Background: an optimization exercise with open tools, aiming at small area, a short achievable clock period and few clock cycles per item. Do not read the settings as production practice.
At most, simulation tests tie the RTL to the original design; equivalence was not proved.
Function not checked in run 6: the RTL went through the layout flow alone.
Power is estimated from default activity; no workload was simulated.

==> standard.sh <==
#!/bin/bash
# synth_recipe.tcl (not shown) runs the flow's synth.tcl, then flattens the netlist and writes it again
# the make line also repeats each setting of config.mk as NAME=value (left out here)
make -C /OpenROAD-flow-scripts/flow DESIGN_CONFIG=/design/flow/config.mk WORK_HOME=/design/flow/orfs CLKGATE_MAP_FILE= SYNTH_SCRIPT=/design/flow/synth_recipe.tcl "${@:-finish}"
==> flow/run.sh <==
#!/bin/bash
# The standard layout (the standard.sh: standard synthesis and ORFS on all steps), with
# one change: the buffers ORFS puts on the input and output ports are buf_4 cells instead of
# the default smallest buffer (a slow delay cell), so the port paths are not held back.
set -euo pipefail
export BUFFER_PORTS_ARGS="-buffer_cell sky130_fd_sc_hd__buf_4"
bash standard.sh > standard_flow.log 2>&1
==> design.v <==
package hrnt_pkg;
  localparam int TABLE_ENTRIES_DEF = 16;
  localparam logic [31:0] CRC_POLY = 32'hEDB88320;
  localparam logic [31:0] CRC_INIT = 32'hFFFFFFFF;
  localparam logic [1:0] OP_FIND = 2'd0;
  localparam logic [1:0] OP_ADD  = 2'd1;
  localparam logic [1:0] OP_DEL  = 2'd2;
  localparam logic [1:0] ST_OK        = 2'd0;
  localparam logic [1:0] ST_NOT_FOUND = 2'd1;
  localparam logic [1:0] ST_FULL      = 2'd2;
  function automatic logic [31:0] crc_byte(input logic [31:0] crc, input logic [7:0] b);
    logic [31:0] c;
    c = crc ^ {24'd0, b};
    for (int k = 0; k < 8; k++) begin
      c = c[0] ? ((c >> 1) ^ CRC_POLY) : (c >> 1);
    end
    crc_byte = c;
  endfunction
  function automatic logic [1:0] cmp_ge_eq(input logic [31:0] a, input logic [31:0] b);
    logic [31:0] g, e;
    g = a & ~b;
    e = ~(a ^ b);
    for (int w = 1; w < 32; w = w * 2) begin
      for (int i = 0; i < 32; i += 2 * w) begin
        g[i] = g[i + w] | (e[i + w] & g[i]);
        e[i] = e[i + w] & e[i];
      end
    end
    cmp_ge_eq = {g[0] | e[0], e[0]};
  endfunction
  function automatic logic lt4(input logic [3:0] a, input logic [3:0] b);
    logic [3:0] l, e;
    l = ~a & b;
    e = ~(a ^ b);
    lt4 = l[3] | (e[3] & (l[2] | (e[2] & (l[1] | (e[1] & l[0])))));
  endfunction
  function automatic logic [4:0] inc5(input logic [4:0] a);
    inc5 = a ^ {&a[3:0], &a[2:0], &a[1:0], a[0], 1'b1};
  endfunction
  function automatic logic [4:0] dec5(input logic [4:0] a);
    dec5 = a ^ {~|a[3:0], ~|a[2:0], ~|a[1:0], ~a[0], 1'b1};
  endfunction
  function automatic logic [3:0] inc4(input logic [3:0] a);
    inc4 = a ^ {&a[2:0], &a[1:0], a[0], 1'b1};
  endfunction
  function automatic logic [3:0] dec4(input logic [3:0] a);
    dec4 = a ^ {~|a[2:0], ~|a[1:0], ~a[0], 1'b1};
  endfunction
endpackage
module hrnt_front (
  input  logic        clk,
  input  logic        rst_n,
  input  logic        in_valid,
  output logic        in_ready,
  input  logic [1:0]  in_opcode,
  input  logic [7:0]  in_key_byte,
  input  logic        in_last_byte,
  input  logic [31:0] in_node_address,
  input  logic [15:0] in_node_port,
  output logic        c_load,       
  output logic [1:0]  c_op,
  output logic [31:0] c_hash,
  output logic [31:0] c_addr,
  output logic [15:0] c_port,
  input  logic        c_free_now,   
  input  logic        c_free_next   
);
  logic        rdy_r;
  logic        bf_r;                
  logic [31:0] bh_r;
  logic [1:0]  bop_r;
  logic [31:0] ba_r;
  logic [15:0] bp_r;
  logic [31:0] sh_r;                
  logic [31:0] crc_step;
  logic        take, take_last, drain, direct, to_buf, bf_nxt;
  assign in_ready  = rdy_r;
  assign take      = in_valid && rdy_r;
  assign take_last = take && in_last_byte;
  assign drain     = bf_r && c_free_now;
  assign direct    = take_last && !bf_r && c_free_now;
  assign to_buf    = take_last && !direct;
  assign crc_step  = sh_r ^ hrnt_pkg::crc_byte(32'd0, in_key_byte);
  assign c_load = drain || direct;
  assign c_op   = bf_r ? bop_r : in_opcode;
  assign c_addr = bf_r ? ba_r  : in_node_address;
  assign c_port = bf_r ? bp_r  : in_node_port;
  assign c_hash = bf_r ? bh_r  : ~crc_step;
  assign bf_nxt = to_buf || (bf_r && !drain);
  always_ff @(posedge clk) begin
    if (!rst_n) begin
      rdy_r <= 1'b1;
      bf_r  <= 1'b0;
      sh_r  <= hrnt_pkg::crc_byte(hrnt_pkg::CRC_INIT, 8'd0);
    end else begin
      rdy_r <= !bf_nxt || c_free_next;
      bf_r  <= bf_nxt;
      if (take) begin
        sh_r <= in_last_byte ? hrnt_pkg::crc_byte(hrnt_pkg::CRC_INIT, 8'd0)
                             : hrnt_pkg::crc_byte(sh_r, 8'd0) ^
                               hrnt_pkg::crc_byte(hrnt_pkg::crc_byte(32'd0, in_key_byte), 8'd0);
      end
    end
  end
  always_ff @(posedge clk) begin
    if (!bf_r || c_free_now) begin
      bh_r  <= ~crc_step;
      bop_r <= in_opcode;
      ba_r  <= in_node_address;
      bp_r  <= in_node_port;
    end
  end
endmodule
module hrnt_back #(
  parameter int NTAP = 4
) (
  input  logic        clk,
  input  logic        rst_n,
  input  logic        c_load,
  input  logic [1:0]  c_op,
  input  logic [31:0] c_hash,
  input  logic [31:0] c_addr,
  input  logic [15:0] c_port,
  output logic        c_free_now,
  output logic        c_free_next,
  output logic        out_valid,
  input  logic        out_ready,
  output logic [1:0]  out_status,
  output logic [31:0] out_found_address,
  output logic [15:0] out_found_port,
  output logic [31:0] out_key_hash
);
  localparam int N  = 16;
  localparam int R  = N / NTAP;    
  logic [31:0] r_hash [N];
  logic [31:0] r_addr [N];
  logic [15:0] r_port [N];
  logic        r_vld  [N];
  logic [3:0]  r_rank [N];
  logic        f_ge   [N];    
  logic        f_eq   [N];
  logic [1:0]  k_op;
  logic [31:0] k_hash;
  logic [31:0] k_addr;
  logic [15:0] k_port;
  logic [R:0]    ph_r;         
  logic          act;
  logic [R:0]    ph_nxt;
  logic          full, do_clr, do_inc, do_dec, need_inj, inj_wait, inj;
  logic          fov_r;        
  logic [1:0]    y_op_r;       
  logic          ipend_r;      
  logic [4:0]    count_r;
  logic          fnd_r;
  logic          hacc_r, facc_r;   
  logic          hfin_r, ffin_r;   
  logic [3:0]    brank_r;
  logic        ov_r;
  logic [1:0]  os_r;
  logic [31:0] oa_r, kh_r;
  logic [15:0] op_r;
  assign out_valid         = ov_r;
  assign out_status        = os_r;
  assign out_found_address = oa_r;
  assign out_found_port    = op_r;
  assign out_key_hash      = kh_r;
  logic t_ge [NTAP];
  logic t_eq [NTAP];
  always_comb begin
    for (int j = 0; j < NTAP; j++) begin
      {t_ge[j], t_eq[j]} = hrnt_pkg::cmp_ge_eq(r_hash[j*R], k_hash);
    end
  end
  always_ff @(posedge clk) begin
    for (int i = 0; i < N; i++) begin
      if (((i + N - 1) % N) % R == 0) begin
        f_ge[i] <= t_ge[((i + N - 1) % N) / R];
        f_eq[i] <= t_eq[((i + N - 1) % N) / R];
      end else begin
        f_ge[i] <= f_ge[(i + N - 1) % N];
        f_eq[i] <= f_eq[(i + N - 1) % N];
      end
    end
  end
  logic cap, restart, capt, first;
  logic [1:0] op_c;
  assign op_c = fov_r ? y_op_r : k_op;
  assign act     = |ph_r;
  assign cap     = |ph_r[R:1];
  assign restart = (|ph_r[R-1:1]) && ov_r && !out_ready;
  assign capt    = (cap && !restart) || fov_r;
  assign first   = ph_r[1];
  logic [3:0]  cd_rk [NTAP];
  logic [3:0]  tp_rk [NTAP];
  logic [NTAP-1:0] win_r, win_nxt;
  logic        tp_ge [NTAP];
  logic        lb    [NTAP];
  logic        any_win, bfound, fnd_f, bf_after;
  logic [31:0] win_addr;
  logic [15:0] win_port;
  logic [3:0]  win_rank, brank_f;
  always_comb begin
    bfound = fnd_r && !first;
    for (int j = 0; j < NTAP; j++) begin
      cd_rk[j] = r_rank[(j*R + 1) % N];
      tp_rk[j] = r_rank[j*R];
    end
    any_win  = |win_r;
    win_addr = '0;
    win_port = '0;
    win_rank = '0;
    for (int j = 0; j < NTAP; j++) begin
      win_addr = win_addr | ({32{win_r[j]}} & r_addr[(j*R + 1) % N]);
      win_port = win_port | ({16{win_r[j]}} & r_port[(j*R + 1) % N]);
      win_rank = win_rank | ({4{win_r[j]}} & cd_rk[j]);
    end
    fnd_f   = bfound || any_win;
    brank_f = any_win ? win_rank : brank_r;
    bf_after = !ph_nxt[1] && fnd_f;
    for (int j = 0; j < NTAP; j++) begin
      tp_ge[j] = t_ge[j] && r_vld[j*R] && !(do_clr && f_eq[j*R]);
      lb[j]    = hrnt_pkg::lt4(tp_rk[j], brank_f);
      win_nxt[j] = tp_ge[j] && (!bf_after || lb[j]);
    end
    for (int j = 0; j < NTAP; j++) begin
      for (int i = j + 1; i < NTAP; i++) begin
        if (hrnt_pkg::lt4(tp_rk[j], tp_rk[i])) begin
          win_nxt[i] = win_nxt[i] && !tp_ge[j];
        end else begin
          win_nxt[j] = win_nxt[j] && !tp_ge[i];
        end
      end
    end
  end
  always_ff @(posedge clk) begin
    win_r <= win_nxt;
  end
  always_ff @(posedge clk) begin
    if (capt) begin
      fnd_r   <= fnd_f;
      brank_r <= brank_f;
    end
  end
  logic       fin_reg, fin;
  logic [1:0] op_f;
  logic [3:0] ins_rank;
  logic [1:0] status;
  assign fin_reg  = ph_r[R];
  assign fin      = fin_reg || fov_r;
  assign op_f     = fov_r ? y_op_r : k_op;
  assign full     = count_r[4];
  assign do_clr   = fin && hfin_r && (op_f == hrnt_pkg::OP_ADD || op_f == hrnt_pkg::OP_DEL);
  assign do_inc   = fin && (op_f == hrnt_pkg::OP_ADD) && !hfin_r && !full;
  assign do_dec   = fin && (op_f == hrnt_pkg::OP_DEL) && hfin_r;
  assign need_inj = (op_f == hrnt_pkg::OP_ADD) && (hfin_r || !full);
  logic [4:0] count_dec;
  assign count_dec = hrnt_pkg::dec5(count_r);
  assign ins_rank  = fnd_r ? brank_r : count_dec[3:0];
  assign inj_wait = ipend_r && !r_vld[N-1];
  assign inj      = inj_wait;
  always_comb begin
    case (op_f)
      hrnt_pkg::OP_FIND: status = ffin_r ? hrnt_pkg::ST_OK : hrnt_pkg::ST_NOT_FOUND;
      hrnt_pkg::OP_ADD:  status = (hfin_r || !full) ? hrnt_pkg::ST_OK : hrnt_pkg::ST_FULL;
      hrnt_pkg::OP_DEL:  status = hfin_r ? hrnt_pkg::ST_OK : hrnt_pkg::ST_NOT_FOUND;
      default:           status = hrnt_pkg::ST_NOT_FOUND;
    endcase
  end
  logic t_hit, t_fnd;
  always_comb begin
    t_hit = 1'b0;
    t_fnd = 1'b0;
    for (int j = 0; j < NTAP; j++) begin
      t_hit = t_hit || (t_eq[j] && r_vld[j*R] && !(do_clr && f_eq[j*R]));
      t_fnd = t_fnd || (t_ge[j] && r_vld[j*R] && !(do_clr && f_eq[j*R]));
    end
  end
  always_ff @(posedge clk) begin
    hfin_r <= hacc_r || t_hit;
    ffin_r <= facc_r || t_fnd;
    hacc_r <= !load && (hacc_r || t_hit);
    facc_r <= !load && (facc_r || t_fnd);
  end
  logic ovl_ok, fin_free, idle, load;
  assign idle     = !act && !ipend_r;
  assign ovl_ok   = ph_r[R-1] && !restart && (k_op != hrnt_pkg::OP_ADD);
  assign fin_free = fin_reg && !need_inj;
  logic free_r;
  assign c_free_now = free_r;
  assign load       = c_load && free_r;
  logic          ipend_nxt, ov_nxt;
  always_comb begin
    ipend_nxt = ipend_r;
    if (fin_reg) ipend_nxt = need_inj;
    if (inj_wait) ipend_nxt = 1'b0;
    ph_nxt = {ph_r[R-1:0], 1'b0};
    if (restart) ph_nxt = (R+1)'(2);
    if (load)    ph_nxt = (R+1)'(1);
    ov_nxt = fin || (ov_r && !out_ready);
  end
  assign c_free_next =
      (!act && !ipend_r && !load) ||
      (fin_reg && !load && !need_inj) ||
      (inj_wait && !load) ||
      (ph_r[R-2] && !ov_r && k_op != hrnt_pkg::OP_ADD) ||
      (ph_r[R-1] && !ov_r && !load && k_op != hrnt_pkg::OP_ADD) ||
      (((ipend_r && r_vld[N-1]) || (fin_reg && need_inj)) && !r_vld[N-2]);
  always_ff @(posedge clk) begin
    if (!rst_n) begin
      ph_r    <= '0;
      ipend_r <= 1'b0;
      free_r  <= 1'b1;
      fov_r   <= 1'b0;
      ov_r    <= 1'b0;
      count_r <= '0;
    end else begin
      ph_r    <= ph_nxt;
      ipend_r <= ipend_nxt;
      fov_r   <= load && ovl_ok;
      free_r  <= c_free_next;
      ov_r    <= ov_nxt;
      if (do_inc) begin
        count_r <= hrnt_pkg::inc5(count_r);
      end else if (do_dec) begin
        count_r <= hrnt_pkg::dec5(count_r);
      end
    end
  end
  always_ff @(posedge clk) begin
    if (load && ovl_ok) y_op_r <= k_op;
    if (load) begin
      k_op   <= c_op;
      k_hash <= c_hash;
      k_addr <= c_addr;
      k_port <= c_port;
    end
  end
  always_ff @(posedge clk) begin
    for (int i = 0; i < N; i++) begin
      if (i == 0 && inj) begin
        r_hash[0] <= k_hash;
        r_addr[0] <= k_addr;
        r_port[0] <= k_port;
      end else begin
        r_hash[i] <= r_hash[(i + N - 1) % N];
        r_addr[i] <= r_addr[(i + N - 1) % N];
        r_port[i] <= r_port[(i + N - 1) % N];
      end
    end
  end
  for (genvar i = 0; i < N; i++) begin : g_slot
    localparam int S = (i + N - 1) % N;
    logic eq, gt;
    assign eq = f_eq[S] && r_vld[S];
    assign gt = f_ge[S] && !f_eq[S] && r_vld[S];
    always_ff @(posedge clk) begin
      if (!rst_n) begin
        r_vld[i] <= 1'b0;
      end else if (i == 0 && inj) begin
        r_vld[i] <= 1'b1;
      end else begin
        r_vld[i] <= r_vld[S] && !(do_clr && eq);
      end
      if (i == 0 && inj) begin
        r_rank[i] <= ins_rank;
      end else if (do_inc && gt) begin
        r_rank[i] <= hrnt_pkg::inc4(r_rank[S]);
      end else if (do_dec && gt) begin
        r_rank[i] <= hrnt_pkg::dec4(r_rank[S]);
      end else begin
        r_rank[i] <= r_rank[S];
      end
    end
  end
  always_ff @(posedge clk) begin
    if (fin) begin
      os_r <= status;
    end
    if (first && !restart) begin
      kh_r <= k_hash;
    end
    if (capt && (first || any_win)) begin
      oa_r <= (op_c == hrnt_pkg::OP_FIND) ? win_addr : '0;
      op_r <= (op_c == hrnt_pkg::OP_FIND) ? win_port : '0;
    end
  end
endmodule
module hash_ring_node_table (
  input  logic         clk,
  input  logic         rst_n,
  input  logic         in_valid,
  output logic         in_ready,
  input  logic [1:0]   in_opcode,
  input  logic [7:0]   in_key_byte,
  input  logic         in_last_byte,
  input  logic [31:0]  in_node_address,
  input  logic [15:0]  in_node_port,
  output logic         out_valid,
  input  logic         out_ready,
  output logic [1:0]   out_status,
  output logic [31:0]  out_found_address,
  output logic [15:0]  out_found_port,
  output logic [31:0]  out_key_hash
);
  logic        c_load, c_free_now, c_free_next;
  logic [1:0]  c_op;
  logic [31:0] c_hash, c_addr;
  logic [15:0] c_port;
  hrnt_front u_front (
    .clk             (clk),
    .rst_n           (rst_n),
    .in_valid        (in_valid),
    .in_ready        (in_ready),
    .in_opcode       (in_opcode),
    .in_key_byte     (in_key_byte),
    .in_last_byte    (in_last_byte),
    .in_node_address (in_node_address),
    .in_node_port    (in_node_port),
    .c_load          (c_load),
    .c_op            (c_op),
    .c_hash          (c_hash),
    .c_addr          (c_addr),
    .c_port          (c_port),
    .c_free_now      (c_free_now),
    .c_free_next     (c_free_next)
  );
  hrnt_back u_back (
    .clk               (clk),
    .rst_n             (rst_n),
    .c_load            (c_load),
    .c_op              (c_op),
    .c_hash            (c_hash),
    .c_addr            (c_addr),
    .c_port            (c_port),
    .c_free_now        (c_free_now),
    .c_free_next       (c_free_next),
    .out_valid         (out_valid),
    .out_ready         (out_ready),
    .out_status        (out_status),
    .out_found_address (out_found_address),
    .out_found_port    (out_found_port),
    .out_key_hash      (out_key_hash)
  );
endmodule
==> config.mk <==
export PLATFORM = sky130hd
export DESIGN_NAME = hash_ring_node_table
export DESIGN_NICKNAME = hash_ring_node_table
export VERILOG_FILES = /design/flow/design.v
export SDC_FILE = /design/flow/constraint.sdc
export NUM_CORES = 4
export LEC_CHECK = 0
export CAP_MARGIN = 20
export CORE_MARGIN = 2
export CORE_UTILIZATION = 45
export CTS_CLUSTER_DIAMETER = 100
export CTS_CLUSTER_SIZE = 25
export PLACE_DENSITY = 0.65
export SETUP_SLACK_MARGIN = 2.6
export SLEW_MARGIN = 20
export TNS_END_PERCENT = 30
==> constraint.sdc <==
create_clock -name core_clock -period 5.0 [get_ports {clk}]
set_input_delay 1.0000 -clock core_clock [delete_from_list [all_inputs] [get_ports {clk}]]
set_output_delay 1.0000 -clock core_clock [all_outputs]
set_load 0.01 [all_outputs]
==> flow_metrics.env, run 1 <==
export IMPL_grt_use_total=0.1688
export IMPL_synth_top_cell_area_share=0.5917
export IMPL_yosysSeqAreaShare=0.7468
export IMPL_final_period_utilization=0.5024
export IMPL_cts_tree="built"
export IMPL_n_antenna_cell=0
export IMPL_htreeDepth=3
export IMPL_syn_area_per_cell_um2=14.72
export IMPL_num_vias=24230
export IMPL_layout_min_cycle_time_ns=2.512
export IMPL_ant_nets=0
export IMPL_insertion_delay_ns=0.69
export IMPL_slew_viol_final=0
export IMPL_status="timing/DRC/antenna clean"
export IMPL_max_slew_worst_pin_slew_ns=1.032
export IMPL_critPathArrivalTime_ns=3.11
export IMPL_clkSlewWorstSetupHoldPaths_ns=0.10
export IMPL_syn_area_mm2=0.04899
export IMPL_die_w_um=333.9
export IMPL_cts_path_max_buffers=3
export IMPL_port_buffers=146
export IMPL_yosysUniqueCellTypes=66
export IMPL_cp_start_kind="flip-flop"
export IMPL_synth_commonest_cells="dfxtp_1 (1448), edfxtp_1 (253), ha_1 (230), mux2_2 (161), xnor2_1 (153)"
export IMPL_relSlewSlack=0.3105
export IMPL_top_level_ports=147
export IMPL_ys_flop_type="dfxtp_1"
export IMPL_core_mm2=0.1084
export IMPL_p_per_area_mw_per_mm2=433.3
export IMPL_ys_warn_count=15
export IMPL_async_flop_share=0
export IMPL_cp_end_kind="flip-flop"
export IMPL_die_h_um=333.9
export IMPL_syn_inst=3328
export IMPL_critPathLaunch="u_back.k_hash[19]"
export IMPL_p_total_mw=23.86
export IMPL_drtIter0Drc=1522
export IMPL_fin_tns_setup_ns=0
export IMPL_hold_class="flip-flop to flip-flop"
export IMPL_cts_sinks=1701
export IMPL_drive_gt1_frac=0.1675
export IMPL_syn_nets=3621
export IMPL_antenna_found_initial=1
export IMPL_synth_most_common_cell="dfxtp_1"
export IMPL_wl_per_cell_um=18.91
export IMPL_grt_overflow_total=0
export IMPL_drtPass1Iterations=5
export IMPL_rsz0062_at_grt="yes"
export IMPL_criticalPathCategory="flip-flop to flip-flop"
export IMPL_cts_buffers=79
export IMPL_required_ns=5.60
export IMPL_area_delta_synth_final_pct=12.44
export IMPL_nNetsFinal=3830
export IMPL_skew_ns=0.04311
export IMPL_vdd_ir_drop_max_v=0.0002678
export IMPL_cts_root_buf="clkbuf_16"
export IMPL_num_rows=121
export IMPL_first_global_vias=24040
export IMPL_ys_seq_elements=1701
export IMPL_drt_wl_total_mm=94.79
export IMPL_grt_pass1_wl_mm=143.8
export IMPL_min_from="u_back.r_port[10][15]"
export IMPL_synth_top_area_cell="dfxtp_1"
export IMPL_yosys_top_cells_area="dfxtp_1 (59%), edfxtp_1 (16%), ha_1 (5.9%)"
export IMPL_rr_startpoint="u_back.k_hash[19]"
export IMPL_finalSetupViolations=0
export IMPL_fmax_mhz=398.1
export IMPL_maxCapViolations=0
export IMPL_hold_violations=0
export IMPL_grt_max_degree=52
export IMPL_routed_via_density=4.833
export IMPL_crit_path_max_fanout=5
export IMPL_die_area_mm2=0.1115
export IMPL_synth_edff_count=253
export IMPL_place_congestion=0.8526
export IMPL_drc=0
export IMPL_dp_hpwl_mm=62.37
export IMPL_start_util=0.4519
export IMPL_p_leak_nw=21.76
## area by class of cell
cell class | count | area [um2]
repair buffers | 211 | 1687
well taps | 1414 | 1769
fillers | 9173 | 53320
clock inverters | 9 | 156.4
flip-flops and latches | 1701 | 36610
inverters | 114 | 431.7
clock buffers | 134 | 2226
multi-input cells | 1430 | 12200
## per-layer routing
metal | wire [um] | vias up | global-route usage
li1 | - | 11830 | -
met1 | 47300 | 11830 | 0.2482
met2 | 41610 | 435 | 0.2616
met3 | 3834 | 133 | 0.02592
met4 | 2050 | 0 | 0.04092
met5 | 0 | - | 0
## worst paths after layout
path	to	slack (ns)	cells after the start
setup / recovery	u_back.facc_r	2.49	9
hold / removal	u_back.r_port[11][15]	0.31	0
setup reg to reg	u_back.facc_r	2.49	9
hold reg to reg	u_back.r_port[11][15]	0.31	0
## cells in the final DEF, fill, tap and decap left out, drive strengths merged, types with 6 or more instances in the layout
master and n:
dfxtp 1448, edfxtp 253, ha 230, buf 211, xnor2 162, mux2 161, nand2 150, clkbuf 134
a22oi 128, inv 116, a21oi 90, nor2 90, o21ai 66, a21boi 53, xor2 45, nand4 25
o211ai 20, nand3 19, and2 14, a31oi 14, a21o 13, mux2i 12, nor3 11, a221oi 11
nand3b 10, a211oi 9, nor2b 9, nor4 9, or2 8, and3b 6, a32oi 6, and4 6
and3 6
## cells by family (layout without fill, tap and decap cells)
kind of cell    Yosys count  in the layout  synth area share
buf+inv                 197            468           0.01658
compound gates          441            441           0.06028
fa+ha+maj               230            230           0.05875
xor+xnor                209            209           0.04176
simple gates            377            377           0.03635
mux                     173            173           0.03946
flops                  1701           1701            0.7468
## flip-flops by register name, summed over array words and instances, names as in the netlist, 4 cells and up
| signal | flops |
|---|---|
| u_back.r_hash | 512 |
| u_back.k_addr | 32 |
| u_back.op_r | 16 |
| u_front.bh_r | 32 |
| u_back.f_ge | 16 |
| u_back.oa_r | 32 |
| u_back.kh_r | 32 |
| u_back.brank_r | 4 |
| u_back.count_r | 5 |
| u_back.r_port | 256 |
| u_back.win_r | 4 |
| u_back.k_port | 16 |
| u_front.bp_r | 16 |
| u_back.f_eq | 16 |
| u_back.ph_r | 5 |
| u_back.r_vld | 16 |
| u_front.sh_r | 32 |
| u_front.ba_r | 32 |
| u_back.r_rank | 64 |
| u_back.r_addr | 512 |
| u_back.k_hash | 32 |
## through the flow
| stage | cells | instance area [um2] | worst slack, ns | hold WS [ns] | utilization |
|---|---|---|---|---|---|
| final | 5013 | 55080 | 2.488 | 0.3051 | 0.5081 |
| after CTS | 4995 | 54770 | 2.488 | 0.3039 | 0.5053 |
| after global placement | 4825 | 51680 | 1.765 | 0.3095 | 0.4767 |
| after global routing | 5013 | 55080 | 2.420 | 0.3122 | 0.5081 |
| after detailed placement | 4827 | 51700 | 1.702 | 0.3121 | 0.4770 |
| after floorplan | 3328 | 49010 | 1.609 | 0.3096 | - |
## report_power, final
part | leakage, nW | internal, mW | switching, mW | total (mW)
Combinational | 6.40 | 0.933 | 1.12 | 2.05
Sequential | 14.2 | 14.3 | 0.256 | 14.6
Clock | 1.12 | 3.13 | 4.13 | 7.26
## worst max-delay path: stages (launching register included)
cell and delay [ns]:
edfxtp_1 0.46, inv_2 0.16, ha_4 0.23, a21oi_2 0.15, o21ai_2 0.08, a221o_1 0.35, a2111o_1 0.44, o21ai_4 0.25
nand4_1 0.14, and2_1 0.18
## what timing repair did
action | 4_1_cts | 5_1_grt
setup endpoints to repair | 100 | 33
hold buffers | 0 | 0
buffers inserted | 25 | 18
pin swaps | 30 | 20
gates resized for setup | 110 | 33
Testbench counts, summed over its fixed seeds: cycles 28,659, items 2,400.
==> run 2, diff against run 1 <==
--- a/config.mk
+++ b/config.mk
@@ -13,3 +13,3 @@
 export PLACE_DENSITY = 0.65
-export SETUP_SLACK_MARGIN = 2.6
+export SETUP_SLACK_MARGIN = 2.7
 export SLEW_MARGIN = 20
==> flow_metrics.env, run 2 <==
export IMPL_cp_start_kind="flip-flop"
export IMPL_num_rows=121
export IMPL_dp_hpwl_mm=61.91
export IMPL_vdd_ir_drop_max_v=0.0002840
export IMPL_r2r_slack_ns=2.35
export IMPL_layout_min_cycle_time_ns=2.650
export IMPL_crit_path_max_fanout=5
export IMPL_grt_overflow_total=0
export IMPL_antenna_found_initial=2
export IMPL_drtPass1Iterations=5
export IMPL_rr_startpoint="u_back.k_hash[22]"
export IMPL_seqPwrFrac=0.609
export IMPL_top_regs="u_back.r_addr (512), u_back.r_hash (512), u_back.r_port (256)"
export IMPL_multi_input_area_mm2=0.01266
export IMPL_layout_commonest_cell="dfxtp_1"
export IMPL_maxCapViolations=0
export IMPL_syn_inst=3328
export IMPL_drt_wl_total_mm=96.59
export IMPL_critPathArrivalTime_ns=3.24
export IMPL_grt_pass1_wl_mm=143.2
export IMPL_start_util=0.4519
export IMPL_criticalPathCategory="flip-flop to flip-flop"
export IMPL_htreeDepth=3
export IMPL_num_vias=24310
export IMPL_cts_tree="built"
export IMPL_comb_power_share=0.091
export IMPL_async_flop_share=0
export IMPL_synth_most_common_cell="dfxtp_1"
export IMPL_swShare=0.2316
export IMPL_die_h_um=333.9
export IMPL_ys_warn_count=15
export IMPL_max_slew_worst_pin_slew_ns=0.9719
export IMPL_status="timing/DRC/antenna clean"
export IMPL_worst_path_dominant_cell_family="compound AO/OA/AOI/OAI gates"
export IMPL_place_congestion=0.8509
export IMPL_nNetsFinal=3850
export IMPL_skew_ns=0.02790
export IMPL_insertion_delay_ns=0.69
export IMPL_rsz0062_at_grt="yes"
export IMPL_p_int_mw=18.37
export IMPL_p_sw_mw=5.539
export IMPL_wl_per_cell_um=19.20
export IMPL_ys_flop_type="dfxtp_1"
export IMPL_drc=0
export IMPL_die_w_um=333.9
export IMPL_routed_via_density=4.832
export IMPL_syn_area_per_cell_um2=14.72
export IMPL_fin_tns_setup_ns=0
export IMPL_first_global_vias=23790
export IMPL_drtIter0Drc=1522
export IMPL_synth_commonest_cells="dfxtp_1 (1448), edfxtp_1 (253), ha_1 (230), mux2_2 (161), xnor2_1 (153)"
export IMPL_syn_nets=3621
export IMPL_grt_max_degree=67
export IMPL_ant_nets=0
export IMPL_port_buffers=146
export IMPL_cts_path_max_buffers=3
export IMPL_drive_gt1_frac=0.1858
export IMPL_yosysUniqueCellTypes=66
export IMPL_area_delta_synth_final_pct=13.58
export IMPL_fmax_mhz=377.3
export IMPL_critPathMaxStageDelay_ns=0.50
export IMPL_cts_buffers=79
export IMPL_layout_common_cells="dfxtp_1 (1440), edfxtp_1 (253), ha_1 (211), buf_4 (208), mux2_2 (161)"
export IMPL_hold_class="flip-flop to flip-flop"
export IMPL_crit_cells=9
export IMPL_core_mm2=0.1084
export IMPL_grt_use_total=0.1690
export IMPL_syn_area_mm2=0.04899
export IMPL_required_ns=5.59
export IMPL_final_core_utilization=0.5133
export IMPL_cts_sinks=1701
export IMPL_slowest_stage="edfxtp_1"
export IMPL_r2r_end="u_back.facc_r"
export IMPL_cp_end_kind="flip-flop"
export IMPL_ys_seq_elements=1701
export IMPL_yosys_top_cells_area="dfxtp_1 (59%), edfxtp_1 (16%), ha_1 (5.9%)"
export IMPL_cts_hold_buf=0
export IMPL_yosysSeqAreaShare=0.7468
export IMPL_cp_cell_sequence="inv_4, ha_4, a21oi_1, nand2_1, a221o_1, a2111o_1, o21ai_4, nand4_1, and2_1"
export IMPL_top_level_ports=147
export IMPL_die_area_mm2=0.1115
export IMPL_synth_top_area_cell="dfxtp_1"
export IMPL_fillCellCount=9079
export IMPL_slew_viol_final=0
export IMPL_endpoint="u_back.facc_r"
export IMPL_critPathLaunch="u_back.k_hash[22]"
export IMPL_cts_root_buf="clkbuf_16"
export IMPL_final_period_utilization=0.5301
export IMPL_worst_path_buf_inv=1
export IMPL_hold_violations=0
export IMPL_clkSlewWorstSetupHoldPaths_ns=0.10
export IMPL_synth_edff_count=253
export IMPL_finalSetupViolations=0
export IMPL_p_leak_nw=21.92
export IMPL_regArea_mm2=0.03660
export IMPL_relSlewSlack=0.3521
export IMPL_synth_top_cell_area_share=0.5917
export IMPL_clockPowerShare=0.300
export IMPL_rr_worst_depth=9
export IMPL_p_per_area_mw_per_mm2=429.8
==> run 2: cell counts after synthesis <==
No cell type changed its count.
==> run 2: final cells by class <==
type / count / area share
Clock inverter: 9 / 0.002766
Timing Repair Buffer: 227 / 0.03292
Sequential cell: 1701 / 0.6578
Antenna cell: 1 / 0.00004498
Inverter: 114 / 0.007938
Timing Repair inverter: 1 / 0.00008995
Multi-Input combinational cell: 1433 / 0.2276
Tap cell: 1414 / 0.03180
Clock buffer: 131 / 0.03904
==> run 2: cells by family after synthesis <==
kind of cell | Yosys count | share of synthesized area
adder cells (fa/ha/maj) | 230 | 0.05875
multiplexers | 173 | 0.03946
AND/OR/NAND/NOR | 377 | 0.03635
AO/OA/AOI/OAI | 441 | 0.06028
flip-flops | 1701 | 0.7468
XOR/XNOR | 209 | 0.04176
buffers and inverters | 197 | 0.01658
==> run 2: layer usage <==
layer / up-vias / GRT usage / share of wire
li1: 11900 / - / -
met1: 11870 / 0.2461 / 0.49
met2: 425 / 0.2583 / 0.44
met3: 120 / 0.03166 / 0.047
met4: 0 / 0.04572 / 0.022
met5: - / 0 / 0
==> run 2: power groups by stage <==
| stage | combinational (mW) | sequential (mW) | clock, mW |
|---|---|---|---|
| after floorplan | 1.49 | 14.8 | 0 |
| after global placement | 1.97 | 14.9 | 0 |
| after detailed placement | 1.98 | 14.9 | 0 |
| after CTS | 2.06 | 14.6 | 7.38 |
| after global routing | 2.40 | 14.6 | 7.86 |
| final | 2.17 | 14.6 | 7.18 |
==> run 2: worst min-delay path by stage <==
| stage | from | to | slack, ns | depth (start not counted) |
|---|---|---|---|---|
| after detailed placement | u_back.r_addr[12][17] | u_back.r_addr[13][17] | 0.31 | 0 |
| after global placement | u_back.r_hash[9][26] | u_back.r_hash[10][26] | 0.31 | 0 |
| after global routing | u_back.r_addr[7][30] | u_back.r_addr[8][30] | 0.31 | 0 |
| after floorplan | u_back.r_addr[10][0] | u_back.r_addr[11][0] | 0.31 | 0 |
| after CTS | u_back.r_addr[7][30] | u_back.r_addr[8][30] | 0.31 | 0 |
| final | u_back.r_addr[7][30] | u_back.r_addr[8][30] | 0.31 | 0 |
==> run 2: what timing repair did <==
| item | in CTS | in global routing |
|---|---|---|
| setup endpoints to repair | 346 | 336 |
| pin swaps | 20 | 46 |
| cloned | 1 | 3 |
| setup buffers | 27 | 40 |
| resized for setup | 119 | 112 |
==> run 2: through the flow <==
stage | setup WS (ns) | std cells | cell area (um2) | hold WS [ns] | total power [mW]
after global placement | 1.764 | 4819 | 51670 | 0.3096 | 16.83
after floorplan | 1.609 | 3328 | 49020 | 0.3096 | 16.24
after CTS | 2.504 | 4987 | 54640 | 0.3122 | 24.00
final | 2.350 | 5031 | 55640 | 0.3107 | 23.91
after detailed placement | 1.777 | 4819 | 51670 | 0.3121 | 16.86
after global routing | 2.305 | 5030 | 55640 | 0.3128 | 24.86
==> run 3, diff against run 2 <==
--- a/config.mk
+++ b/config.mk
@@ -13,4 +13,4 @@
 export PLACE_DENSITY = 0.65
-export SETUP_SLACK_MARGIN = 2.7
+export SETUP_SLACK_MARGIN = 2.55
 export SLEW_MARGIN = 20
-export TNS_END_PERCENT = 30
+export TNS_END_PERCENT = 40
==> flow_metrics.env, run 3 <==
export IMPL_status="timing/DRC/antenna clean"
export IMPL_layout_min_cycle_time_ns=2.536
export IMPL_p_total_mw=23.81
export IMPL_slowest_stage="edfxtp_1"
export IMPL_slew_viol_final=0
export IMPL_synth_commonest_cells="dfxtp_1 (1448), edfxtp_1 (253), ha_1 (230), mux2_2 (161), xnor2_1 (153)"
export IMPL_cts_hold_buf=0
export IMPL_timing_hold_ws_ns=0.3106
export IMPL_insertion_delay_ns=0.69
export IMPL_vdd_ir_drop_max_v=0.0002830
export IMPL_port_buffers=146
export IMPL_relSlewSlack=0.3415
export IMPL_r2r_slack_ns=2.46
export IMPL_final_period_utilization=0.5072
export IMPL_nNetsFinal=3827
export IMPL_synth_edff_count=253
export IMPL_drtIter0Drc=1510
export IMPL_cts_tree="built"
export IMPL_fillCellCount=9139
export IMPL_async_flop_share=0
export IMPL_start_util=0.4519
export IMPL_grt_max_degree=67
export IMPL_drc=0
export IMPL_rsz0062_at_grt="yes"
export IMPL_syn_nets=3621
export IMPL_yosysUniqueCellTypes=66
export IMPL_cp_cell_sequence="inv_2, ha_1, nand4_1, inv_1, a221o_1, a2111o_1, o21ai_4, nand4_1, and2_1"
export IMPL_routed_via_density=4.825
export IMPL_first_global_vias=23760
export IMPL_ys_seq_elements=1701
export IMPL_p_leak_nw=21.71
export IMPL_critPathArrivalTime_ns=3.13
export IMPL_syn_area_mm2=0.04899
export IMPL_place_congestion=0.8509
export IMPL_crit_path_max_fanout=5
export IMPL_cts_path_max_buffers=3
export IMPL_die_w_um=333.9
export IMPL_cts_buffers=79
export IMPL_grt_pass1_wl_mm=143.1
export IMPL_core_mm2=0.1084
export IMPL_dpl_cell_area_mm2=0.05167
export IMPL_worst_path_dominant_cell_family="compound AO/OA/AOI/OAI gates"
export IMPL_top_level_ports=147
export IMPL_clkSlewWorstSetupHoldPaths_ns=0.10
export IMPL_grt_use_total=0.1691
export IMPL_cts_root_buf="clkbuf_16"
export IMPL_ant_nets=0
export IMPL_die_h_um=333.9
export IMPL_yosysSeqAreaShare=0.7468
export IMPL_grt_overflow_total=0
export IMPL_synth_top_cell_area_share=0.5917
export IMPL_syn_area_per_cell_um2=14.72
export IMPL_drt_wl_total_mm=95.42
export IMPL_yosys_top_cells_area="dfxtp_1 (59%), edfxtp_1 (16%), ha_1 (5.9%)"
export IMPL_dp_hpwl_mm=61.91
export IMPL_die_area_mm2=0.1115
export IMPL_syn_inst=3328
export IMPL_required_ns=5.59
export IMPL_synth_most_common_cell="dfxtp_1"
export IMPL_max_slew_worst_pin_slew_ns=0.9878
export IMPL_maxCapViolations=0
export IMPL_cp_end_kind="flip-flop"
export IMPL_layout_common_cells="dfxtp_1 (1441), edfxtp_1 (253), ha_1 (218), buf_4 (198), mux2_2 (161)"
export IMPL_finalSetupViolations=0
export IMPL_hold_class="flip-flop to flip-flop"
export IMPL_htreeDepth=3
export IMPL_cp_start_kind="flip-flop"
export IMPL_critPathMaxStageDelay_ns=0.47
export IMPL_top_regs="u_back.r_addr (512), u_back.r_hash (512), u_back.r_port (256)"
export IMPL_drive_gt1_frac=0.1720
export IMPL_fin_area_mm2=0.05507
export IMPL_antenna_found_initial=2
export IMPL_drtPass1Iterations=5
export IMPL_fmax_mhz=394.3
export IMPL_final_core_utilization=0.5081
export IMPL_criticalPathCategory="flip-flop to flip-flop"
export IMPL_num_rows=121
export IMPL_path_common_cell="nand4_1"
export IMPL_ys_flop_type="dfxtp_1"
export IMPL_skew_ns=0.02783
export IMPL_wl_per_cell_um=19.05
export IMPL_num_vias=24160
export IMPL_synth_top_area_cell="dfxtp_1"
export IMPL_ys_warn_count=15
export IMPL_cts_sinks=1701
export IMPL_layout_commonest_cell="dfxtp_1"
export IMPL_area_delta_synth_final_pct=12.42
export IMPL_hold_violations=0
export IMPL_fin_tns_setup_ns=0
export IMPL_p_per_area_mw_per_mm2=432.3
export IMPL_worst_path_buf_inv=2
-- run 3: cell count changes in the layout (fill, tap and decap cells not counted), sizes merged --
cell   previous run  this run
buf             227       206
nor2b            10         9
or3               4         3
-- run 3: final timing paths --
path                               end  depth (start not counted)            startpoint
hold reg to reg   u_back.r_addr[8][30]                          0  u_back.r_addr[7][30]
setup / recovery         u_back.facc_r                          9     u_back.k_hash[20]
setup reg to reg         u_back.facc_r                          9     u_back.k_hash[20]
hold / removal    u_back.r_addr[8][30]                          0  u_back.r_addr[7][30]
-- run 3: kinds of logic after synthesis --
group           after synthesis  share of synthesized area
compound gates              441                    0.06028
xor+xnor                    209                    0.04176
fa+ha+maj                   230                    0.05875
buf+inv                     197                    0.01658
flops                      1701                     0.7468
mux                         173                    0.03946
simple gates                377                    0.03635
-- run 3: layer usage --
metal / vias up / track usage / wire length [um]
li1: 11850 / - / -
met1: 11770 / 0.2464 / 47110
met2: 430 / 0.2588 / 41610
met3: 122 / 0.03137 / 4500
met4: 0 / 0.04476 / 2200
met5: - / 0 / 0
-- run 3: layout make-up --
type / count / area, um2 / share of cell area
repair buffers: 206 / 1629 / 0.02958
multi-input cells: 1431 / 12310 / 0.2235
diodes: 1 / 2.502 / 0.00004544
clock buffers: 131 / 2172 / 0.03944
well taps: 1414 / 1769 / 0.03212
clock inverters: 9 / 153.9 / 0.002794
repair inverters: 1 / 5.005 / 0.00009088
flip-flops and latches: 1701 / 36600 / 0.6645
inverters: 114 / 436.7 / 0.007929
-- run 3: per-stage QoR --
step	setup WS, ns	std cells
6_report	2.464	5008
5_1_grt	2.384	5007
4_1_cts	2.504	4986
3_5_place_dp	1.777	4819
3_3_place_gp	1.764	4819
2_1_floorplan	1.609	3328
-- run 3: timing repair --
item,in CTS,in global routing
setup endpoints to repair,96,51
pin swaps,23,27
setup buffers,26,20
gates resized for setup,102,64
gates cloned,1,1
-- run 3: power breakdown --
| group | switching [mW] | internal (mW) | leakage, nW |
|---|---|---|---|
| Clock | 4.10 | 3.07 | 1.11 |
| Combinational | 1.13 | 0.951 | 6.37 |
| Sequential | 0.259 | 14.3 | 14.2 |
| Total | 5.49 | 18.3 | 21.7 |
==> run 4, diff against run 3 <==
--- a/config.mk
+++ b/config.mk
@@ -9,8 +9,8 @@
 export CORE_MARGIN = 2
-export CORE_UTILIZATION = 45
-export CTS_CLUSTER_DIAMETER = 100
-export CTS_CLUSTER_SIZE = 25
+export CORE_UTILIZATION = 40
+export CTS_CLUSTER_DIAMETER = 60
+export CTS_CLUSTER_SIZE = 20
 export PLACE_DENSITY = 0.65
-export SETUP_SLACK_MARGIN = 2.55
+export SETUP_SLACK_MARGIN = 2.5
 export SLEW_MARGIN = 20
-export TNS_END_PERCENT = 40
+export TNS_END_PERCENT = 30
==> flow_metrics.env, run 4 <==
export IMPL_status="timing/DRC/antenna clean"
export IMPL_clkSlewWorstSetupHoldPaths_ns=0.08
export IMPL_cp_cell_sequence="inv_1, ha_1, nand4_1, nor3_1, nand3_2, o2111ai_2, o21ai_4, nor2_1, nor4b_2"
export IMPL_drive_gt1_frac=0.1620
export IMPL_synth_most_common_cell="dfxtp_1"
export IMPL_skew_ns=0.06639
export IMPL_rsz0062_at_grt="yes"
export IMPL_crit_path_max_fanout=5
export IMPL_hold_end="u_back.r_port[5][5]"
export IMPL_first_global_vias=24060
export IMPL_yosysUniqueCellTypes=66
export IMPL_top_regs="u_back.r_addr (512), u_back.r_hash (512), u_back.r_port (256)"
export IMPL_criticalPathCategory="flip-flop to flip-flop"
export IMPL_synth_commonest_cells="dfxtp_1 (1448), edfxtp_1 (253), ha_1 (230), mux2_2 (161), xnor2_1 (153)"
export IMPL_layout_commonest_cell="dfxtp_1"
export IMPL_syn_inst=3328
export IMPL_num_vias=24040
export IMPL_routed_via_density=4.583
export IMPL_maxCapViolations=0
export IMPL_synth_edff_count=253
export IMPL_cts_tree="built"
export IMPL_worst_path_dominant_cell_family="simple AND/OR/NAND/NOR gates"
export IMPL_cp_end_kind="flip-flop"
export IMPL_grt_max_degree=63
export IMPL_hold_violations=0
export IMPL_critPathArrivalTime_ns=3.16
export IMPL_required_ns=5.61
export IMPL_die_area_mm2=0.1253
export IMPL_vdd_ir_drop_max_v=0.0003920
export IMPL_cts_path_max_buffers=3
export IMPL_cts_sinks=1701
export IMPL_syn_area_mm2=0.04899
export IMPL_top_level_ports=147
export IMPL_synth_top_area_cell="dfxtp_1"
export IMPL_cts_root_buf="clkbuf_16"
export IMPL_grt_use_total=0.1508
export IMPL_final_period_utilization=0.5096
export IMPL_wl_per_cell_um=18.11
export IMPL_syn_nets=3621
export IMPL_nNetsFinal=3821
export IMPL_ys_flop_type="dfxtp_1"
export IMPL_ys_seq_elements=1701
export IMPL_synth_top_cell_area_share=0.5917
export IMPL_die_h_um=354.0
export IMPL_start_util=0.4025
export IMPL_grt_pass1_wl_mm=144.6
export IMPL_r2r_end="u_back.win_r[3]"
export IMPL_insertion_delay_ns=0.75
export IMPL_grt_overflow_total=0
export IMPL_crit_cells=9
export IMPL_cts_buffers=107
export IMPL_place_congestion=0.8572
export IMPL_p_leak_nw=22.10
export IMPL_critPathMaxStageDelay_ns=0.66
export IMPL_syn_area_per_cell_um2=14.72
export IMPL_relSlewSlack=0.3280
export IMPL_drtPass1Iterations=5
export IMPL_p_per_area_mw_per_mm2=457.1
export IMPL_worst_path_buf_inv=1
export IMPL_port_buffers=146
export IMPL_layout_min_cycle_time_ns=2.548
export IMPL_max_slew_worst_pin_slew_ns=1.008
export IMPL_layout_common_cells="dfxtp_1 (1443), edfxtp_1 (253), ha_1 (228), buf_4 (169), mux2_2 (161)"
export IMPL_antenna_found_initial=3
export IMPL_num_rows=128
export IMPL_drt_wl_total_mm=94.98
export IMPL_finalSetupViolations=0
export IMPL_dp_hpwl_mm=61.80
export IMPL_hold_class="flip-flop to flip-flop"
export IMPL_r2r_slack_ns=2.45
export IMPL_async_flop_share=0
export IMPL_timing_hold_ws_ns=0.2960
export IMPL_core_mm2=0.1217
export IMPL_cp_start_kind="flip-flop"
export IMPL_drc=0
export IMPL_fin_tns_setup_ns=0
export IMPL_yosys_top_cells_area="dfxtp_1 (59%), edfxtp_1 (16%), ha_1 (5.9%)"
export IMPL_slew_viol_final=0
export IMPL_ant_nets=0
export IMPL_drtIter0Drc=1443
export IMPL_ys_warn_count=15
export IMPL_area_delta_synth_final_pct=14.09
export IMPL_rr_worst_depth=9
export IMPL_fmax_mhz=392.5
export IMPL_htreeDepth=3
export IMPL_yosysSeqAreaShare=0.7468
export IMPL_rr_startpoint="u_back.k_hash[14]"
export IMPL_die_w_um=354.0
export IMPL_min_path_cells=0
export IMPL_min_from="u_back.r_port[4][5]"
export IMPL_slowest_stage="nor3_1"
==> run 4: cell counts after synthesis <==
Identical to the previous run, type by type.
==> run 4: logic make-up (layout without fill, tap and decap cells) <==
family,after synthesis,in the layout,synth area share
flip-flops,1701,1701,0.7468
AO/OA/AOI/OAI,441,441,0.06028
AND/OR/NAND/NOR,377,377,0.03635
adder cells (fa/ha/maj),230,230,0.05875
XOR/XNOR,209,209,0.04176
buffers and inverters,197,487,0.01658
multiplexers,173,173,0.03946
other,0,1,0
==> run 4: worst reg2reg max path, cell delays in order (launching register included) <==
cell and delay (ns):
edfxtp_1 0.36, inv_1 0.11, ha_1 0.36, nand4_1 0.13, nor3_1 0.66, nand3_2 0.26, o2111ai_2 0.18, o21ai_4 0.12
nor2_1 0.17, nor4b_2 0.06
==> run 4: routing by layer <==
layer / global-route usage / routed length [um] / vias up
li1: - / - / 11840
met1: 0.2205 / 47870 / 11620
met2: 0.2256 / 40530 / 423
met5: 0 / 0 / -
met4: 0.04695 / 2478 / 0
met3: 0.02892 / 4107 / 151
==> run 4: report_power, final <==
| group | leakage [nW] | switching (mW) | internal, mW |
|---|---|---|---|
| Sequential | 14.2 | 0.242 | 14.3 |
| Combinational | 6.20 | 1.12 | 0.908 |
| Clock | 1.66 | 4.63 | 4.35 |
| Total | 22.1 | 5.99 | 19.6 |
==> run 4: how the worst max path moves through the flow <==
stage	from	to	slack, ns
2_1_floorplan	in_valid	u_back.win_r[3]	1.61
3_3_place_gp	u_back.k_hash[26]	u_back.win_r[3]	1.54
3_5_place_dp	u_back.k_hash[26]	u_back.win_r[3]	1.59
4_1_cts	u_back.fov_r	u_back.r_rank[0][3]	2.39
5_1_grt	u_front.sh_r[5]	u_front.sh_r[17]	2.29
6_report	u_back.k_hash[14]	u_back.win_r[3]	2.45
==> run 4: stage by stage <==
step / util / instances / worst slack [ns] / power [mW] / cell area [um2]
2_1_floorplan: - / 3328 / 1.609 / 16.24 / 49010
6_report: 0.4592 / 5244 / 2.452 / 25.55 / 55890
3_5_place_dp: 0.4266 / 5032 / 1.586 / 16.85 / 51920
5_1_grt: 0.4591 / 5243 / 2.287 / 26.56 / 55890
4_1_cts: 0.4586 / 5242 / 2.392 / 25.81 / 55820
3_3_place_gp: 0.4266 / 5032 / 1.543 / 16.83 / 51920
==> run 4: layout make-up <==
type	count	area, um2
Multi-Input combinational cell	1430	12010
Fill cell	10730	65830
Antenna cell	1	2.502
Inverter	114	431.7
Tap cell	1625	2033
Clock inverter	35	475.5
Timing Repair Buffer	174	1341
Clock buffer	164	2997
Sequential cell	1701	36600
==> run 4: repair_timing <==
| action | CTS | global route |
|---|---|---|
| resized for setup | 74 | 16 |
| endpoints found under the setup margin | 64 | 61 |
| hold buffers | 0 | 0 |
| pin swaps | 27 | 4 |
| buffers inserted | 11 | 1 |
==> run 5, diff against run 4 <==
--- a/config.mk
+++ b/config.mk
@@ -10,5 +10,5 @@
 export CORE_UTILIZATION = 40
-export CTS_CLUSTER_DIAMETER = 60
-export CTS_CLUSTER_SIZE = 20
-export PLACE_DENSITY = 0.65
+export CTS_CLUSTER_DIAMETER = 150
+export CTS_CLUSTER_SIZE = 30
+export PLACE_DENSITY = 0.6
 export SETUP_SLACK_MARGIN = 2.5
==> flow_metrics.env, run 5 <==
export IMPL_status="timing/DRC/antenna clean"
export IMPL_skew_ns=0.03527
export IMPL_ys_seq_elements=1701
export IMPL_yosysSeqAreaShare=0.7468
export IMPL_syn_area_per_cell_um2=14.72
export IMPL_layout_min_cycle_time_ns=2.538
export IMPL_fillCellCount=10940
export IMPL_htreeDepth=3
export IMPL_start_util=0.4025
export IMPL_die_w_um=354.0
export IMPL_pre_cts_ws_ns=1.752
export IMPL_final_period_utilization=0.5076
export IMPL_critPathMaxStageDelay_ns=0.44
export IMPL_ant_nets=0
export IMPL_cts_hold_buf=0
export IMPL_core_mm2=0.1217
export IMPL_slowest_stage="edfxtp_1"
export IMPL_async_flop_share=0
export IMPL_hold_violations=0
export IMPL_p_leak_nw=21.51
export IMPL_drtPass1Iterations=5
export IMPL_fin_cells=5192
export IMPL_criticalPathCategory="flip-flop to flip-flop"
export IMPL_place_congestion=0.8256
export IMPL_slew_viol_final=0
export IMPL_port_buffers=146
export IMPL_finalSetupViolations=0
export IMPL_final_core_utilization=0.4505
export IMPL_p_total_mw=23.34
export IMPL_syn_nets=3621
export IMPL_cp_cell_sequence="inv_2, ha_1, nand4_1, nor4_4, and3_4, a2111o_1, o21ai_4, nor4_2"
export IMPL_nNetsFinal=3809
export IMPL_grt_overflow_total=0
export IMPL_yosys_top_cells_area="dfxtp_1 (59%), edfxtp_1 (16%), ha_1 (5.9%)"
export IMPL_drc=0
export IMPL_rsz0062_at_grt="yes"
export IMPL_routed_via_density=4.584
export IMPL_wl_per_cell_um=18.45
export IMPL_num_vias=23800
export IMPL_die_h_um=354.0
export IMPL_top_level_ports=147
export IMPL_drive_gt1_frac=0.1638
export IMPL_antenna_found_initial=3
export IMPL_maxCapViolations=0
export IMPL_dp_cells=5035
export IMPL_die_area_mm2=0.1253
export IMPL_synth_edff_count=253
export IMPL_fin_tns_setup_ns=0
export IMPL_cts_path_max_buffers=3
export IMPL_insertion_delay_ns=0.71
export IMPL_syn_inst=3328
export IMPL_setup_ws_ns=2.462
export IMPL_clkSlewWorstSetupHoldPaths_ns=0.11
export IMPL_cts_tree="built"
export IMPL_dpl_cell_area_mm2=0.05193
export IMPL_relSlewSlack=0.3089
export IMPL_ys_flop_type="dfxtp_1"
export IMPL_ys_warn_count=15
export IMPL_syn_area_mm2=0.04899
export IMPL_cp_start_kind="flip-flop"
export IMPL_synth_commonest_cells="dfxtp_1 (1448), edfxtp_1 (253), ha_1 (230), mux2_2 (161), xnor2_1 (153)"
export IMPL_grt_pass1_wl_mm=144.6
export IMPL_synth_top_cell_area_share=0.5917
export IMPL_p_per_area_mw_per_mm2=425.6
export IMPL_crit_path_max_fanout=5
export IMPL_synth_most_common_cell="dfxtp_1"
export IMPL_cts_sinks=1701
export IMPL_cts_root_buf="clkbuf_16"
export IMPL_area_delta_synth_final_pct=11.92
export IMPL_drtIter0Drc=1471
export IMPL_dp_hpwl_mm=62.19
export IMPL_cts_buffers=67
export IMPL_synth_top_area_cell="dfxtp_1"
export IMPL_required_ns=5.59
export IMPL_layout_common_cells="dfxtp_1 (1441), edfxtp_1 (253), ha_1 (220), buf_4 (197), mux2_2 (161)"
export IMPL_first_global_vias=23520
export IMPL_grt_use_total=0.1507
export IMPL_cp_end_kind="flip-flop"
export IMPL_top_regs="u_back.r_addr (512), u_back.r_hash (512), u_back.r_port (256)"
export IMPL_fin_area_mm2=0.05483
export IMPL_timing_hold_ws_ns=0.3164
export IMPL_critPathArrivalTime_ns=3.13
export IMPL_vdd_ir_drop_max_v=0.0003567
export IMPL_num_rows=128
export IMPL_layout_commonest_cell="dfxtp_1"
export IMPL_yosysUniqueCellTypes=66
export IMPL_drt_wl_total_mm=95.82
export IMPL_max_slew_worst_pin_slew_ns=1.037
export IMPL_hold_class="flip-flop to flip-flop"
export IMPL_fmax_mhz=394.0
export IMPL_grt_max_degree=60
[run 5: layout make-up]
type                       count  area, um2  share of cell area
tap                         1625       2033             0.03708
clock buffer                 113       1881             0.03430
sequential                  1701      36600              0.6675
multi-input combinational   1430      12200              0.2226
inverter                     114      431.7            0.007873
antenna                        1      2.502          0.00004564
clock inverter                 6      111.4            0.002031
timing repair buffer         202       1565             0.02855
[run 5: final timing paths]
| check | from | depth (start not counted) | slack, ns | endpoint |
|---|---|---|---|---|
| worst max register to register | u_back.k_hash[30] | 8 | 2.46 | u_back.win_r[2] |
| worst min register to register | u_back.r_port[8][2] | 0 | 0.32 | u_back.r_port[9][2] |
| worst max-delay path | u_back.k_hash[30] | 8 | 2.46 | u_back.win_r[2] |
| worst min-delay path | u_back.r_port[8][2] | 0 | 0.32 | u_back.r_port[9][2] |
[run 5: metal layers]
metal | track usage | vias up | share of wire
li1 | - | 11770 | -
met1 | 0.2185 | 11660 | 0.51
met2 | 0.2346 | 259 | 0.44
met3 | 0.02469 | 101 | 0.032
met4 | 0.03864 | 2 | 0.019
met5 | 0 | - | 0.00011
[run 5: power breakdown]
group	internal, mW	total (mW)	leakage [nW]	switching, mW
Combinational	0.939	2.08	6.33	1.14
Sequential	14.3	14.6	14.2	0.254
Clock	2.67	6.70	0.946	4.03
[run 5: worst max-delay path: cells and delay by family, from the launching register on]
kind	cells	cell delay (ns)
simple gates	4	1.28
flops	1	0.44
compound gates	2	0.31
buf+inv	1	0.08
fa+ha+maj	1	0.30
[run 5: cell families (layout without fill, tap and decap cells)]
group	Yosys count	in the layout	share of synthesized area
buf+inv	197	435	0.01658
fa+ha+maj	230	230	0.05875
other cells	0	1	0
mux	173	173	0.03946
simple gates	377	377	0.03635
compound gates	441	441	0.06028
flops	1701	1701	0.7468
xor+xnor	209	209	0.04176
[run 5: repair_timing]
item	CTS	global route
setup endpoints to repair	73	123
pin swaps	11	29
buffers inserted	11	26
resized for setup	63	80
==> run 6, diff against run 5 <==
--- a/design.v
+++ b/design.v
@@ -19,12 +19,12 @@
   function automatic logic [1:0] cmp_ge_eq(input logic [31:0] a, input logic [31:0] b);
-    logic [31:0] g, e;
+    logic [31:0] g, l;
     g = a & ~b;
-    e = ~(a ^ b);
+    l = ~a & b;
     for (int w = 1; w < 32; w = w * 2) begin
       for (int i = 0; i < 32; i += 2 * w) begin
-        g[i] = g[i + w] | (e[i + w] & g[i]);
-        e[i] = e[i + w] & e[i];
+        g[i] = g[i + w] | (~l[i + w] & g[i]);
+        l[i] = l[i + w] | (~g[i + w] & l[i]);
       end
     end
-    cmp_ge_eq = {g[0] | e[0], e[0]};
+    cmp_ge_eq = {~l[0], ~(g[0] | l[0])};
   endfunction
--- a/config.mk
+++ b/config.mk
@@ -7,2 +7,3 @@
 export LEC_CHECK = 0
+export ABC_CLOCK_PERIOD_IN_PS = 2300
 export CAP_MARGIN = 20
@@ -10,4 +11,4 @@
 export CORE_UTILIZATION = 40
-export CTS_CLUSTER_DIAMETER = 150
-export CTS_CLUSTER_SIZE = 30
+export CTS_CLUSTER_DIAMETER = 100
+export CTS_CLUSTER_SIZE = 25
 export PLACE_DENSITY = 0.6
==> flow_metrics.env, run 6 <==
export IMPL_rsz0062_at_grt="yes"
export IMPL_synth_edff_count=253
export IMPL_syn_nets=3595
export IMPL_num_vias=24810
export IMPL_drtPass1Iterations=5
export IMPL_r2r_slack_ns=2.15
export IMPL_p_leak_nw=21.04
export IMPL_num_rows=128
export IMPL_min_path_cells=0
export IMPL_pre_cts_ws_ns=1.461
export IMPL_ant_nets=0
export IMPL_timing_hold_ws_ns=0.3052
export IMPL_drive_gt1_frac=0.1808
export IMPL_p_per_area_mw_per_mm2=426.5
export IMPL_hold_violations=0
export IMPL_layout_common_cells="dfxtp_1 (1442), edfxtp_1 (253), buf_4 (230), mux2_2 (160), xnor2_1 (156)"
export IMPL_start_util=0.4027
export IMPL_drtIter0Drc=1601
export IMPL_dp_hpwl_mm=62.65
export IMPL_routed_via_density=4.631
export IMPL_die_h_um=353.8
export IMPL_die_w_um=353.8
export IMPL_yosys_top_cells_area="dfxtp_1 (59%), edfxtp_1 (16%), mux2_2 (3.7%)"
export IMPL_top_level_ports=147
export IMPL_fin_cells=5358
export IMPL_yosysSeqAreaShare=0.7473
export IMPL_top_regs="u_back.r_addr (512), u_back.r_hash (512), u_back.r_port (256)"
export IMPL_htreeDepth=3
export IMPL_cts_tree="built"
export IMPL_layout_commonest_cell="dfxtp_1"
export IMPL_setup_ws_ns=2.151
export IMPL_final_period_utilization=0.5698
export IMPL_drc=0
export IMPL_clkSlewWorstSetupHoldPaths_ns=0.10
export IMPL_ys_warn_count=15
export IMPL_first_global_vias=24480
export IMPL_criticalPathCategory="flip-flop to flip-flop"
export IMPL_cts_buffers=80
export IMPL_wl_per_cell_um=18.12
export IMPL_yosysUniqueCellTypes=73
export IMPL_dp_cells=5130
export IMPL_rr_worst_depth=12
export IMPL_antenna_found_initial=2
export IMPL_drt_wl_total_mm=97.10
export IMPL_layout_min_cycle_time_ns=2.849
export IMPL_cts_path_max_buffers=3
export IMPL_relSlewSlack=0.2743
export IMPL_area_delta_synth_final_pct=14.01
export IMPL_crit_path_max_fanout=5
export IMPL_r2r_end="u_back.win_r[2]"
export IMPL_syn_inst=3430
export IMPL_cts_hold_buf=0
export IMPL_grt_use_total=0.1534
export IMPL_slew_viol_final=0
export IMPL_cp_end_kind="flip-flop"
export IMPL_synth_commonest_cells="dfxtp_1 (1448), edfxtp_1 (253), mux2_2 (160), xnor2_1 (157), a22oi_1 (136)"
export IMPL_synth_most_common_cell="dfxtp_1"
export IMPL_insertion_delay_ns=0.70
export IMPL_skew_ns=0.03300
export IMPL_hold_end="u_back.r_addr[15][28]"
export IMPL_critPathArrivalTime_ns=3.46
export IMPL_n_antenna_cell=0
export IMPL_required_ns=5.61
export IMPL_core_mm2=0.1216
export IMPL_synth_top_cell_area_share=0.5921
export IMPL_syn_area_mm2=0.04896
export IMPL_status="timing/DRC/antenna clean"
export IMPL_place_congestion=0.8430
export IMPL_min_from="u_back.r_addr[14][28]"
export IMPL_nNetsFinal=3838
export IMPL_synth_top_area_cell="dfxtp_1"
export IMPL_cts_sinks=1701
export IMPL_async_flop_share=0
export IMPL_die_area_mm2=0.1252
export IMPL_max_slew_worst_pin_slew_ns=1.089
export IMPL_fin_tns_setup_ns=0
export IMPL_vdd_ir_drop_max_v=0.0002813
export IMPL_finalSetupViolations=0
export IMPL_port_buffers=146
export IMPL_grt_overflow_total=0
export IMPL_ys_flop_type="dfxtp_1"
export IMPL_maxCapViolations=0
export IMPL_cts_root_buf="clkbuf_16"
export IMPL_grt_max_degree=56
export IMPL_cp_start_kind="flip-flop"
export IMPL_grt_pass1_wl_mm=148.0
export IMPL_rr_startpoint="u_back.k_hash[8]"
export IMPL_fmax_mhz=351.0
export IMPL_hold_class="flip-flop to flip-flop"
export IMPL_ys_seq_elements=1701
export IMPL_syn_area_per_cell_um2=14.27
==> run 6: layer usage <==
| metal | up-vias | track usage | wire length (um) |
|---|---|---|---|
| met3 | 140 | 0.02397 | 3948 |
| met2 | 422 | 0.2298 | 41910 |
| met4 | 2 | 0.05311 | 2818 |
| met1 | 12110 | 0.2251 | 48410 |
| li1 | 12140 | - | - |
| met5 | - | 0 | 12 |
==> run 6: cells by family (layout without fill, tap and decap cells) <==
group                      Yosys count  count (layout)  share of synthesized area
xor gates and xnor gates           214             214                    0.03913
AOI/OAI and AO/OA                  460             460                    0.06131
muxes                              175             175                    0.03987
adders and majority gates          217             217                    0.04999
buffers and inverters              211             514                    0.01646
and+or+nand+nor                    452             452                    0.04593
DFF                               1701            1701                     0.7473
==> run 6: layout make-up <==
class	count	area [um2]
Multi-Input combinational cell	1518	12270
Fill cell	10740	65740
Inverter	120	454.2
Clock buffer	127	2178
Timing Repair Buffer	252	1981
Clock inverter	15	299.0
Tap cell	1625	2033
Sequential cell	1701	36600
==> run 6: per-stage QoR <==
stage	area (um2)	utilization	power [mW]
detailed placement	51930	0.4272	16.55
floorplan	48980	-	16.04
finish	55810	0.4592	23.81
global placement	51930	0.4272	16.54
CTS	55450	0.4561	24.02
global route	55810	0.4592	24.79
==> run 6: how the worst max path moves through the flow <==
stage	start	endpoint	slack (ns)	cells past startpoint
finish	u_back.k_hash[8]	u_back.win_r[2]	2.15	12
global route	u_back.k_hash[4]	u_back.ffin_r	2.03	10
CTS	u_back.k_hash[0]	u_back.ffin_r	2.19	10
detailed placement	u_back.k_hash[20]	u_back.win_r[3]	1.46	9
global placement	u_back.k_hash[20]	u_back.win_r[3]	1.46	9
floorplan	in_valid	u_back.win_r[0]	1.43	7
==> run 6: power by group <==
part | internal [mW] | switching (mW) | total, mW
clock network | 3.18 | 4.24 | 7.43
logic | 0.889 | 0.997 | 1.89
registers | 14.2 | 0.247 | 14.5
total | 18.3 | 5.49 | 23.8
==> run 6: worst max-delay path, cell delays in order, from the launching register on <==
cell	delay (ns)
edfxtp_1	0.48
buf_6	0.16
nor2b_4	0.11
maj3_2	0.33
maj3_2	0.33
a21oi_4	0.18
buf_6	0.12
a311oi_4	0.13
o21ai_2	0.24
buf_4	0.16
nand2_4	0.06
a221o_1	0.29
a211oi_2	0.18
==> run 6: repair_timing <==
item,in CTS,in global routing
gates resized for setup,149,38
pin swaps,46,31
buffers inserted,59,27
endpoints found under the setup margin,106,66

==> afterwards: timing with drivers on the ports <==
No port has a modelled driver above. Below, the same layouts with a new extraction and two added sets of constraints. Step 1 (the two cells are an assumption about what drives the block):
set clk [get_ports {clk}]
set_driving_cell -lib_cell sky130_fd_sc_hd__clkbuf_16 $clk
set_driving_cell -lib_cell sky130_fd_sc_hd__buf_2 [delete_from_list [all_inputs] $clk]
Step 2 adds t to the input delays and takes it off the output delays; t is the mean of the earliest and latest rising clock arrival at the registers after step 1. Input paths then give back, and output paths get back, about the clock's delay inside the block. a / b / c = ideal / step 1 / step 2; a / b = the first two.
run | t, ns | setup WS [ns] | hold WS [ns] | clock arrival spread, ns | worst register clock-pin slew, ns
run 1 | 0.736 | 2.488 / 2.449 / 1.884 | 0.305 / 0.305 / 0.305 | 0.052 / 0.052 | 0.11 / 0.11
run 2 | 0.734 | 2.350 / 2.350 / 1.922 | 0.311 / 0.311 / 0.311 | 0.043 / 0.043 | 0.10 / 0.10
run 3 | 0.732 | 2.464 / 2.435 / 1.971 | 0.311 / 0.311 / 0.311 | 0.043 / 0.043 | 0.10 / 0.10
run 4 | 0.786 | 2.452 / 2.452 / 1.767 | 0.296 / 0.296 / 0.296 | 0.071 / 0.071 | 0.09 / 0.09
run 5 | 0.751 | 2.462 / 2.462 / 1.854 | 0.316 / 0.316 / 0.316 | 0.052 / 0.052 | 0.12 / 0.12
run 6 | 0.756 | 2.151 / 2.151 / 1.744 | 0.305 / 0.305 / 0.305 | 0.038 / 0.039 | 0.10 / 0.10
After both steps every run listed still meets setup and hold. For run 4, which loses most, drivers alone change the setup slack by 0.000 ns; drivers and shift together by -0.685 ns.
